This design comes from an exercise in tuning for a short achievable clock period and few clock cycles per item on the open sky130 flow, not from production work. The RTL was checked by simulation tests, not by an equivalence proof against the original design. Power and IR drop assume default switching activity.

`flow/config.mk`:
```
export PLATFORM = sky130hd
export DESIGN_NAME = scatter_top
export DESIGN_NICKNAME = scatter_top
export VERILOG_FILES = /design/flow/design.v
export SDC_FILE = /design/flow/constraint.sdc
export NUM_CORES = 4
export LEC_CHECK = 0
export CAP_MARGIN = 20
export CORE_MARGIN = 2
export CORE_UTILIZATION = 40
export SLEW_MARGIN = 20
```
`flow/constraint.sdc`:
```
create_clock -name core_clock -period 8.0 [get_ports {ap_clk}]
set_input_delay 1.6000 -clock core_clock [delete_from_list [all_inputs] [get_ports {ap_clk}]]
set_output_delay 1.6000 -clock core_clock [all_outputs]
set_load 0.01 [all_outputs]
```
`flow/design.v`:
```
package scatter_cfg_pkg;
  localparam int APB_ADDR_W = 12;
  localparam int APB_DATA_W = 32;
  typedef logic [APB_ADDR_W-1:0] apb_addr_t;
  typedef logic [APB_DATA_W-1:0] apb_data_t;
  typedef logic [31:0] count_t;
  localparam apb_addr_t REG_CTRL         = 12'h000;
  localparam apb_addr_t REG_USE_CONN     = 12'h010;
  localparam apb_addr_t REG_PKG_BYTES    = 12'h014;
  localparam apb_addr_t REG_PKG_NUM      = 12'h018;
  localparam apb_addr_t REG_BASE_SESSION = 12'h01C;
  localparam apb_addr_t REG_TX_BYTES     = 12'h020;   
  localparam apb_addr_t REG_TX_PKTS      = 12'h024;   
  localparam apb_addr_t REG_STALL_CYCLES = 12'h028;   
  localparam int CTRL_START_BIT = 0;
  localparam int CTRL_DONE_BIT  = 1;
  localparam int CTRL_IDLE_BIT  = 2;
endpackage
package scatter_stream_pkg;
  localparam int DATA_W     = 64;
  localparam int KEEP_W     = DATA_W / 8;
  localparam int FIFO_DEPTH = 4;
  localparam int META_W     = 32;                   
  localparam int WORD_W     = DATA_W + KEEP_W + 1;  
  typedef logic [15:0] session_t;
  typedef logic [15:0] len_t;
  typedef struct packed {
    session_t session;
    len_t     length;   
  } tx_meta_t;
  typedef struct packed {
    logic [DATA_W-1:0] data;
    logic [KEEP_W-1:0] keep;   
    logic              last;
  } tx_word_t;
endpackage
module scatter_ctrl_regs (
  input  logic                                   ap_clk,
  input  logic                                   ap_rst_n,
  input  logic [scatter_cfg_pkg::APB_ADDR_W-1:0] paddr,
  input  logic                                   psel,
  input  logic                                   penable,
  input  logic                                   pwrite,
  input  logic [scatter_cfg_pkg::APB_DATA_W-1:0] pwdata,
  output logic [scatter_cfg_pkg::APB_DATA_W-1:0] prdata,
  output logic                                   run_start,
  output scatter_cfg_pkg::count_t                run_use_conn,
  output scatter_cfg_pkg::count_t                run_pkg_bytes,
  output scatter_cfg_pkg::count_t                run_pkg_num,
  output scatter_stream_pkg::session_t           run_base_session,
  input  logic                                   run_done,
  input  scatter_cfg_pkg::count_t                run_tx_bytes,
  input  scatter_cfg_pkg::count_t                run_tx_pkts,
  input  scatter_cfg_pkg::count_t                run_stall_cycles
);
  scatter_cfg_pkg::count_t    use_conn_q;
  scatter_cfg_pkg::count_t    pkg_bytes_q;
  scatter_cfg_pkg::count_t    pkg_num_q;
  scatter_stream_pkg::session_t  base_session_q;
  logic      start_q;
  logic      idle;
  logic      done_q;
  logic      wr_en;
  logic      cfg_ok;
  logic      start_req;
  scatter_cfg_pkg::apb_data_t status;
  assign wr_en  = psel & penable & pwrite;   
  assign cfg_ok = (use_conn_q != '0) && (pkg_bytes_q != '0) && (pkg_num_q != '0);
  assign start_req = wr_en && (paddr == scatter_cfg_pkg::REG_CTRL) && pwdata[scatter_cfg_pkg::CTRL_START_BIT]
                     && idle && cfg_ok;
  always_ff @(posedge ap_clk) begin
    if (!ap_rst_n) begin
      use_conn_q     <= '0;
      pkg_bytes_q    <= '0;
      pkg_num_q      <= '0;
      base_session_q <= '0;
    end else if (wr_en && idle) begin
      case (paddr)
        scatter_cfg_pkg::REG_USE_CONN:     use_conn_q     <= pwdata;
        scatter_cfg_pkg::REG_PKG_BYTES:    pkg_bytes_q    <= pwdata;
        scatter_cfg_pkg::REG_PKG_NUM:      pkg_num_q      <= pwdata;
        scatter_cfg_pkg::REG_BASE_SESSION: base_session_q <= scatter_stream_pkg::session_t'(pwdata);
        default: ;
      endcase
    end
  end
  always_ff @(posedge ap_clk) begin
    if (!ap_rst_n) begin
      start_q <= 1'b0;
      idle    <= 1'b1;
      done_q  <= 1'b0;
    end else begin
      start_q <= start_req;
      if (start_req) begin
        idle   <= 1'b0;   
        done_q <= 1'b0;
      end else if (run_done) begin
        idle   <= 1'b1;
        done_q <= 1'b1;   
      end
    end
  end
  assign run_start        = start_q;
  assign run_use_conn     = use_conn_q;
  assign run_pkg_bytes    = pkg_bytes_q;
  assign run_pkg_num      = pkg_num_q;
  assign run_base_session = base_session_q;
  always_comb begin
    status                 = '0;
    status[scatter_cfg_pkg::CTRL_START_BIT] = start_q;
    status[scatter_cfg_pkg::CTRL_DONE_BIT]  = done_q;
    status[scatter_cfg_pkg::CTRL_IDLE_BIT]  = idle;
  end
  always_comb begin
    case (paddr)
      scatter_cfg_pkg::REG_CTRL:         prdata = status;
      scatter_cfg_pkg::REG_USE_CONN:     prdata = use_conn_q;
      scatter_cfg_pkg::REG_PKG_BYTES:    prdata = pkg_bytes_q;
      scatter_cfg_pkg::REG_PKG_NUM:      prdata = pkg_num_q;
      scatter_cfg_pkg::REG_BASE_SESSION: prdata = scatter_cfg_pkg::apb_data_t'(base_session_q);
      scatter_cfg_pkg::REG_TX_BYTES:     prdata = run_tx_bytes;
      scatter_cfg_pkg::REG_TX_PKTS:      prdata = run_tx_pkts;
      scatter_cfg_pkg::REG_STALL_CYCLES: prdata = run_stall_cycles;
      default:          prdata = '0;
    endcase
  end
endmodule
module scatter_tx_gen (
  input  logic                         ap_clk,
  input  logic                         ap_rst_n,
  input  logic                         run_start,
  input  scatter_cfg_pkg::count_t      run_use_conn,
  input  scatter_cfg_pkg::count_t      run_pkg_bytes,
  input  scatter_cfg_pkg::count_t      run_pkg_num,
  input  scatter_stream_pkg::session_t run_base_session,
  output logic                         meta_valid,
  input  logic                         meta_ready,
  output scatter_stream_pkg::tx_meta_t meta_data,
  output logic                         word_valid,
  input  logic                         word_ready,
  output scatter_stream_pkg::tx_word_t word_data
);
  typedef enum logic [1:0] {
    GEN_IDLE,
    GEN_META,
    GEN_DATA
  } gen_state_t;
  gen_state_t        state;
  scatter_cfg_pkg::count_t            pkt_idx;
  scatter_cfg_pkg::count_t            conn_idx;
  scatter_cfg_pkg::count_t            word_idx;
  scatter_cfg_pkg::count_t            words_per_pkt;
  logic [2:0]        tail_bytes;
  logic              last_word;
  logic [scatter_stream_pkg::KEEP_W-1:0] keep;
  scatter_stream_pkg::session_t          session;
  assign words_per_pkt = {3'b000, run_pkg_bytes[31:3]} + scatter_cfg_pkg::count_t'(|run_pkg_bytes[2:0]);
  assign tail_bytes    = run_pkg_bytes[2:0];
  assign last_word     = (word_idx == words_per_pkt - 32'd1);
  assign session       = run_base_session + scatter_stream_pkg::session_t'(conn_idx);
  assign keep = (last_word && tail_bytes != 3'd0) ? ~({scatter_stream_pkg::KEEP_W{1'b1}} << tail_bytes)
                                                  : {scatter_stream_pkg::KEEP_W{1'b1}};
  assign meta_valid = (state == GEN_META);
  assign meta_data  = {session, scatter_stream_pkg::len_t'(run_pkg_bytes)};
  assign word_valid = (state == GEN_DATA);
  assign word_data  = {session, scatter_stream_pkg::session_t'(pkt_idx), word_idx, keep, last_word};
  always_ff @(posedge ap_clk) begin
    if (!ap_rst_n) begin
      state    <= GEN_IDLE;
      pkt_idx  <= '0;
      conn_idx <= '0;
      word_idx <= '0;
    end else begin
      case (state)
        GEN_IDLE: if (run_start) begin
          state    <= GEN_META;   
          pkt_idx  <= '0;
          conn_idx <= '0;
        end
        GEN_META: if (meta_ready) begin
          state    <= GEN_DATA;
          word_idx <= '0;
        end
        GEN_DATA: if (word_ready) begin
          if (last_word) begin
            pkt_idx  <= pkt_idx + 32'd1;
            conn_idx <= (conn_idx == run_use_conn - 32'd1) ? '0 : conn_idx + 32'd1;
            state    <= (pkt_idx + 32'd1 == run_pkg_num) ? GEN_IDLE : GEN_META;
          end else begin
            word_idx <= word_idx + 32'd1;
          end
        end
        default: state <= GEN_IDLE;
      endcase
    end
  end
endmodule
module stream_fifo #(
  parameter int WIDTH = 1,
  parameter int DEPTH = 4
) (
  input  logic     ap_clk,
  input  logic     ap_rst_n,
  input  logic     in_valid,
  output logic     in_ready,
  input  logic [WIDTH-1:0] in_data,
  output logic     out_valid,
  input  logic     out_ready,
  output logic [WIDTH-1:0] out_data
);
  localparam int PTR_W = (DEPTH > 1) ? $clog2(DEPTH) : 1;
  localparam int CNT_W = $clog2(DEPTH + 1);
  logic     [WIDTH-1:0] mem [DEPTH];
  logic     [PTR_W-1:0] wr_ptr;
  logic     [PTR_W-1:0] rd_ptr;
  logic     [CNT_W-1:0] count;
  logic                 push;
  logic                 pop;
  assign in_ready  = (count != CNT_W'(DEPTH));   
  assign out_valid = (count != '0);
  assign out_data  = mem[rd_ptr];
  assign push      = in_valid & in_ready;
  assign pop       = out_valid & out_ready;
  always_ff @(posedge ap_clk) begin
    if (push) mem[wr_ptr] <= in_data;
  end
  always_ff @(posedge ap_clk) begin
    if (!ap_rst_n) begin
      wr_ptr <= '0;
      rd_ptr <= '0;
      count  <= '0;
    end else begin
      if (push) wr_ptr <= (wr_ptr == PTR_W'(DEPTH - 1)) ? '0 : wr_ptr + 1'b1;
      if (pop)  rd_ptr <= (rd_ptr == PTR_W'(DEPTH - 1)) ? '0 : rd_ptr + 1'b1;
      case ({push, pop})
        2'b10:   count <= count + 1'b1;
        2'b01:   count <= count - 1'b1;
        default: count <= count;   
      endcase
    end
  end
endmodule
module scatter_tx_stats (
  input  logic                                             ap_clk,
  input  logic                                             ap_rst_n,
  input  logic                                             run_start,
  input  scatter_cfg_pkg::count_t                          run_pkg_num,
  output logic                                             run_done,
  output scatter_cfg_pkg::count_t                          run_tx_bytes,
  output scatter_cfg_pkg::count_t                          run_tx_pkts,
  output scatter_cfg_pkg::count_t                          run_stall_cycles,
  input  logic                                             meta_in_valid,
  output logic                                             meta_in_ready,
  input  scatter_stream_pkg::tx_meta_t                     meta_in_data,
  input  logic                                             word_in_valid,
  output logic                                             word_in_ready,
  input  scatter_stream_pkg::tx_word_t                     word_in_data,
  output logic                                             tx_meta_valid,
  input  logic                                             tx_meta_ready,
  output logic [scatter_stream_pkg::META_W-1:0] tx_meta_data,
  output logic                                             tx_data_valid,
  input  logic                                             tx_data_ready,
  output logic [scatter_stream_pkg::DATA_W-1:0]            tx_data_data,
  output logic [scatter_stream_pkg::KEEP_W-1:0]            tx_data_keep,
  output logic                                             tx_data_last
);
  logic   data_fire;
  scatter_cfg_pkg::count_t pkts_next;
  assign tx_meta_valid = meta_in_valid;
  assign meta_in_ready = tx_meta_ready;
  assign tx_meta_data  = meta_in_data;
  assign tx_data_valid = word_in_valid;
  assign word_in_ready = tx_data_ready;
  assign tx_data_data  = word_in_data.data;
  assign tx_data_keep  = word_in_data.keep;
  assign tx_data_last  = word_in_data.last;
  assign data_fire = tx_data_valid & tx_data_ready;
  assign pkts_next = run_tx_pkts + 32'd1;
  always_ff @(posedge ap_clk) begin
    if (!ap_rst_n || run_start) begin
      run_tx_bytes     <= '0;
      run_tx_pkts      <= '0;
      run_stall_cycles <= '0;
      run_done         <= 1'b0;
    end else begin
      run_done <= data_fire && tx_data_last && (pkts_next == run_pkg_num);
      if (data_fire) run_tx_bytes <= run_tx_bytes + scatter_cfg_pkg::count_t'($countones(tx_data_keep));
      if (data_fire && tx_data_last) run_tx_pkts <= pkts_next;
      if (tx_data_valid && !tx_data_ready) begin
        run_stall_cycles <= run_stall_cycles + 32'd1;   
      end
    end
  end
endmodule
module scatter_top (
  input  logic                                             ap_clk,
  input  logic                                             ap_rst_n,
  input  logic [scatter_cfg_pkg::APB_ADDR_W-1:0]           paddr,
  input  logic                                             psel,
  input  logic                                             penable,
  input  logic                                             pwrite,
  input  logic [scatter_cfg_pkg::APB_DATA_W-1:0]           pwdata,
  output logic [scatter_cfg_pkg::APB_DATA_W-1:0]           prdata,
  output logic                                             tx_meta_valid,
  input  logic                                             tx_meta_ready,
  output logic [scatter_stream_pkg::META_W-1:0] tx_meta_data,
  output logic                                             tx_data_valid,
  input  logic                                             tx_data_ready,
  output logic [scatter_stream_pkg::DATA_W-1:0]            tx_data_data,
  output logic [scatter_stream_pkg::KEEP_W-1:0]            tx_data_keep,
  output logic                                             tx_data_last
);
  logic     gen_meta_valid;
  logic     gen_meta_ready;
  scatter_stream_pkg::tx_meta_t gen_meta_data;
  logic     gen_word_valid;
  logic     gen_word_ready;
  scatter_stream_pkg::tx_word_t gen_word_data;
  logic     buf_meta_valid;
  logic     buf_meta_ready;
  scatter_stream_pkg::tx_meta_t buf_meta_data;
  logic     buf_word_valid;
  logic     buf_word_ready;
  scatter_stream_pkg::tx_word_t buf_word_data;
  logic                    run_start;
  scatter_cfg_pkg::count_t run_use_conn;
  scatter_cfg_pkg::count_t run_pkg_bytes;
  scatter_cfg_pkg::count_t run_pkg_num;
  scatter_stream_pkg::session_t                run_base_session;
  logic                    run_done;
  scatter_cfg_pkg::count_t run_tx_bytes;
  scatter_cfg_pkg::count_t run_tx_pkts;
  scatter_cfg_pkg::count_t run_stall_cycles;
  scatter_ctrl_regs u_ctrl_regs (
    .ap_clk, .ap_rst_n, .paddr, .psel, .penable, .pwrite, .pwdata, .prdata,
    .run_start, .run_use_conn, .run_pkg_bytes, .run_pkg_num, .run_base_session,
    .run_done, .run_tx_bytes, .run_tx_pkts, .run_stall_cycles
  );
  scatter_tx_gen u_tx_gen (
    .ap_clk, .ap_rst_n,
    .run_start, .run_use_conn, .run_pkg_bytes, .run_pkg_num, .run_base_session,
    .meta_valid (gen_meta_valid),
    .meta_ready (gen_meta_ready),
    .meta_data  (gen_meta_data),
    .word_valid (gen_word_valid),
    .word_ready (gen_word_ready),
    .word_data  (gen_word_data)
  );
  stream_fifo #(.WIDTH(scatter_stream_pkg::META_W), .DEPTH(scatter_stream_pkg::FIFO_DEPTH)) u_meta_fifo (
    .ap_clk, .ap_rst_n,
    .in_valid  (gen_meta_valid),
    .in_ready  (gen_meta_ready),
    .in_data   (gen_meta_data),
    .out_valid (buf_meta_valid),
    .out_ready (buf_meta_ready),
    .out_data  (buf_meta_data)
  );
  stream_fifo #(.WIDTH(scatter_stream_pkg::WORD_W), .DEPTH(scatter_stream_pkg::FIFO_DEPTH)) u_data_fifo (
    .ap_clk, .ap_rst_n,
    .in_valid  (gen_word_valid),
    .in_ready  (gen_word_ready),
    .in_data   (gen_word_data),
    .out_valid (buf_word_valid),
    .out_ready (buf_word_ready),
    .out_data  (buf_word_data)
  );
  scatter_tx_stats u_tx_stats (
    .ap_clk, .ap_rst_n,
    .run_start, .run_pkg_num,
    .run_done, .run_tx_bytes, .run_tx_pkts, .run_stall_cycles,
    .meta_in_valid (buf_meta_valid),
    .meta_in_ready (buf_meta_ready),
    .meta_in_data  (buf_meta_data),
    .word_in_valid (buf_word_valid),
    .word_in_ready (buf_word_ready),
    .word_in_data  (buf_word_data),
    .tx_meta_valid, .tx_meta_ready, .tx_meta_data,
    .tx_data_valid, .tx_data_ready, .tx_data_data, .tx_data_keep, .tx_data_last
  );
endmodule
```
`flow/run.sh`:
```
#!/bin/bash
# synth_recipe.tcl (not shown) runs the flow's synth.tcl, then flattens the netlist and writes it again
# the make line also repeats each setting of config.mk as NAME=value (left out here)
make -C /OpenROAD-flow-scripts/flow DESIGN_CONFIG=/design/flow/config.mk WORK_HOME=/design/flow/orfs CLKGATE_MAP_FILE= SYNTH_SCRIPT=/design/flow/synth_recipe.tcl finish
```
==> summary.md <==
| Metric | Value |
|---|---|
| Hold Path Class | register to register |
| Slew @ Worst Pin | 1.14 ns |
| Final net count | roughly 3600 |
| Mapped Area | 36600 um^2 |
| Worst R2R Path Depth | 16 |
| GP Congestion | 0.901 |
| Die area | approximately 94000 um^2 |
| Reg-to-Reg End | u_tx_gen.conn_idx[12] |
| Die height | about 310 um |
| Post-CTS setup repair buffer count | 0 |
| Grt ovf | 0 |
| Post-DP HPWL | 75400 um |
| First-pass GRT wire length | 162000 um |
| EDFF count, synth | 420 |
| Worst-path clk slew | 0.06 ns |
| Slowest cell delay on critical path | roughly 0.86 ns |
| All-Layer GR Usage | 22.5% |
| Util after Layout | 47.0% |
| Min-Delay Startpoint | u_tx_stats.run_done |
| Layout cells sized above 1 | 9.48% |
| Mean post-synth cell area | 10.9 um^2 |
| Final Hold Fails | 0 |
| Final setup vio count | 0 |
| Yosys warns | 5 |
| Hold path endpoint | u_ctrl_regs.idle |
| Ports | 190 |
| Worst Path Arrival | 7.38 ns |
| Top FF cell, synth | edfxtp_1 |
| Tmin final | 6.83 ns |
| Initial antenna violation count | 2 |
| P&R area growth vs syn | 16.1% |
| TritonCTS Buffers | 83 |
| Peak supply drop | 0.000151 V |
| Mean routed wirelength per cell | ~23 um |
| #FFs+latches synth | 748 |
| Initial core utilization | between 40% and 50% |
| Port-buffer cells | 189 |
| Final period util | 85.3% |
| Commonest non-fill, non-tap cell in the layout | nand2_1 |
| Cts repair resizes | 0 |
| Status | timing/DRC/antenna clean |
| Commonest non-fill, non-tap cells in the layout | 430 x nand2_1, 420 x edfxtp_1, 325 x dfxtp_1 |
| CTS Buffer Depth | 3 |
| Critical Path RT | about 8.6 ns |
| Async SR Flop Fraction | 0% |
| # clock sinks | 748 |
| Clock Latency Late Sink | ~0.66 ns |
| Filler cells | between 8000 and 9000 |
| Hold Crit Depth | 2 |
| RSZ-0062 raised after global routing | false |
| Initial DRC count | about 2700 |
| Slew HR | a little under a quarter |
| CTS tree | done |
| R2R Setup Slk | 1.17 ns |
| Pwr Density | roughly 190 nW/um^2 |
| Final antenna diode count | 0 |
| Die width | 306 um |
| Classification of the worst setup path | register to register |
| Leakage power | 13.3 nW |
| Library cells used by synthesis | 92 |
| Worst r2r src | u_ctrl_regs.pkg_bytes_q[2] |
| Register area share after synthesis | between 50 and 60% |
| Via count | ~27000 |
| Fmax | 146 MHz |
| # DRC | 0 |
| Setup tns final | 0 ns |
| Skew final | 0.0594 ns |
| Tot Pwr | 8.04 mW |
| Critical Path Source Type | register |
| Htree depth | 3 |
| Crit path max fanout | 38 |
| Root cell of the clock tree | clkbuf_16 |
| Core ar. | between 90000 and 100000 um^2 |
| Vias/cell | 5.76 |
| Vias in the first global route | 25400 |
| Final WL | 108000 um |
| Max_cap viols | 0 |
| FP Rows | 110 |
| CP Capture Type | register |
| Fin. max-slew vios | 0 |
| First-pass detailed-route iteration total | 9 |
| Slowest CP cell | or4_1 |
| Post-Syn Instances | 3353 |
| Routed Antenna Nets | 0 |
| Cts hold-fix bufs | 0 |
| Largest net degree at the start of global routing | between 100 and 150 |
| Worst-path cell chain | or3_1 -> ha_1 -> ha_1 -> nand3_2 -> or4_1 -> xnor2_1 -> nor4b_1 -> o211ai_2 -> xnor2_1 -> or3b_1 -> or4_4 -> or2_1 -> o31a_2 -> buf_4 -> nand2b_1 -> o21a_1 |
## state kept, by name (all words and copies together) (netlist names), 16 cells and up, named ones only
register / flops
u_ctrl_regs.pkg_num_q: 32
u_tx_stats.run_stall_cycles: 32
u_tx_stats.run_tx_pkts: 32
u_tx_gen.word_idx: 32
u_meta_fifo.mem: 128
u_ctrl_regs.base_session_q: 16
u_tx_gen.pkt_idx: 32
u_data_fifo.mem: 292
u_ctrl_regs.pkg_bytes_q: 32
u_tx_stats.run_tx_bytes: 32
u_ctrl_regs.use_conn_q: 32
u_tx_gen.conn_idx: 32
## power breakdown
| part | internal (mW) | switching [mW] | total [mW] |
|---|---|---|---|
| registers | 4.02 | 0.00108 | 4.02 |
| logic | 0.0362 | 0.0543 | 0.0906 |
| clock network | 2.33 | 1.60 | 3.93 |
| total | 6.38 | 1.65 | 8.04 |
## per-layer routing
metal,part of all wire (%),global-route usage (%)
met4,2.4,6.17
met2,45,35.2
met3,6.8,3.19
met1,46,32.6
met5,0.025,0
## through the flow
step	cells	worst slack (ns)	instance area [um^2]	hold slack (ns)
after floorplan	3356	2.27	36600	0.449
after global placement	4575	1.36	39600	0.474
after detailed placement	4575	1.20	39600	0.484
after CTS	4728	1.17	42400	0.493
after global routing	4729	0.674	42500	0.514
final	4729	1.17	42500	0.494
## synth_stat cells (all sizes together) (7+ instances only)
cell / instances / area [um^2]
a211oi: 7 / 52.6
a21boi: 127 / 953
a21o: 9 / 67.6
a21oi: 77 / 385
a222oi: 51 / 510
a22oi: 33 / 262
a31oi: 19 / 119
and2: 25 / 156
and3: 61 / 392
and4: 16 / 140
buf: 42 / 224
clkbuf: 163 / 613
dfxtp: 328 / 6570
edfxtp: 420 / 12600
fa: 7 / 140
ha: 49 / 613
inv: 93 / 349
mux2i: 16 / 160
mux4: 105 / 2360
nand2: 430 / 1610
nand2b: 23 / 144
nand3: 120 / 606
nand3b: 8 / 60.1
nand4: 52 / 332
nor2: 206 / 773
nor2b: 19 / 119
nor3: 86 / 440
nor3b: 16 / 120
nor4: 46 / 309
o211ai: 16 / 130
o21ai: 139 / 696
o31a: 7 / 61.3
o31ai: 22 / 165
or2: 10 / 62.6
or3: 74 / 463
or4: 23 / 184
xnor2: 188 / 1650
xor2: 123 / 1080
## how the worst max path moves through the flow
stage	from	end	slack [ns]	cells after the start
after floorplan	u_ctrl_regs.pkg_bytes_q[1]	u_tx_gen.conn_idx[9]	2.27	20
after global placement	u_ctrl_regs.pkg_bytes_q[2]	u_tx_gen.conn_idx[12]	1.36	16
after detailed placement	u_ctrl_regs.pkg_bytes_q[1]	u_tx_gen.conn_idx[12]	1.20	16
after CTS	u_ctrl_regs.pkg_bytes_q[1]	u_tx_gen.conn_idx[12]	1.17	16
after global routing	u_ctrl_regs.pkg_bytes_q[2]	u_tx_gen.conn_idx[29]	0.67	16
final	u_ctrl_regs.pkg_bytes_q[2]	u_tx_gen.conn_idx[12]	1.17	16
## layout make-up
class | instances | area, um^2 | share of cell area [%]
Tap cell | 1176 | 1470 | 3.47
Timing Repair Buffer | 249 | 2350 | 5.54
Sequential cell | 748 | 19200 | 45.2
Multi-Input combinational cell | 2308 | 16300 | 38.4
Clock buffer | 116 | 2280 | 5.37
Inverter | 95 | 357 | 0.840
Clock inverter | 37 | 510 | 1.20
## worst max-delay path: cells and delay by family (launching register included)
kind	cells	cell delay [ns]
AND/OR/NAND/NOR	8	3.50
AO/OA/AOI/OAI	3	1.19
adder cells (fa/ha/maj)	2	0.58
flip-flops	1	0.55
XOR/XNOR	2	0.51
buffers and inverters	1	0.36
## cell families after synthesis
kind of cell	count (synthesis)	share of synthesized area (%)
fa+ha+maj	56	2.06
xor+xnor	313	7.57
mux	126	7.06
simple gates	1236	16.7
buf+inv	300	3.27
other cells	1	0.0103
flops	748	52.5
compound gates	573	10.9
Testbench counts, summed over its fixed seeds: cycles 116,156, words 113,382.

==> what the ideal ports hide <==
The flow's constraints put no driver on any port. The routed layout listed below was extracted and timed again, unchanged, in two steps. Step 1: set_driving_cell puts a clkbuf_16 on ap_clk and a buf_2 on each other input, an assumption about the parent block. Step 2 moves the port delays by t, midway between the first and last clock arrival at a register: inputs arrive t later, outputs are due t later. That takes back most of the time a late clock gives input paths. a / b / c = ideal ports / drivers / drivers and shift; a / b = the first two.
t (ns): 0.702
slack for setup (ns): 1.174 / 1.174 / 1.174
slew at the worst register clock pin (ns): 0.07 / 0.07
worst data-port slew with drivers (ns): 0.15
After both steps setup and hold are still met in this run. The setup slack of this run moves by 0.000 ns with the drivers and by 0.000 ns with both steps.
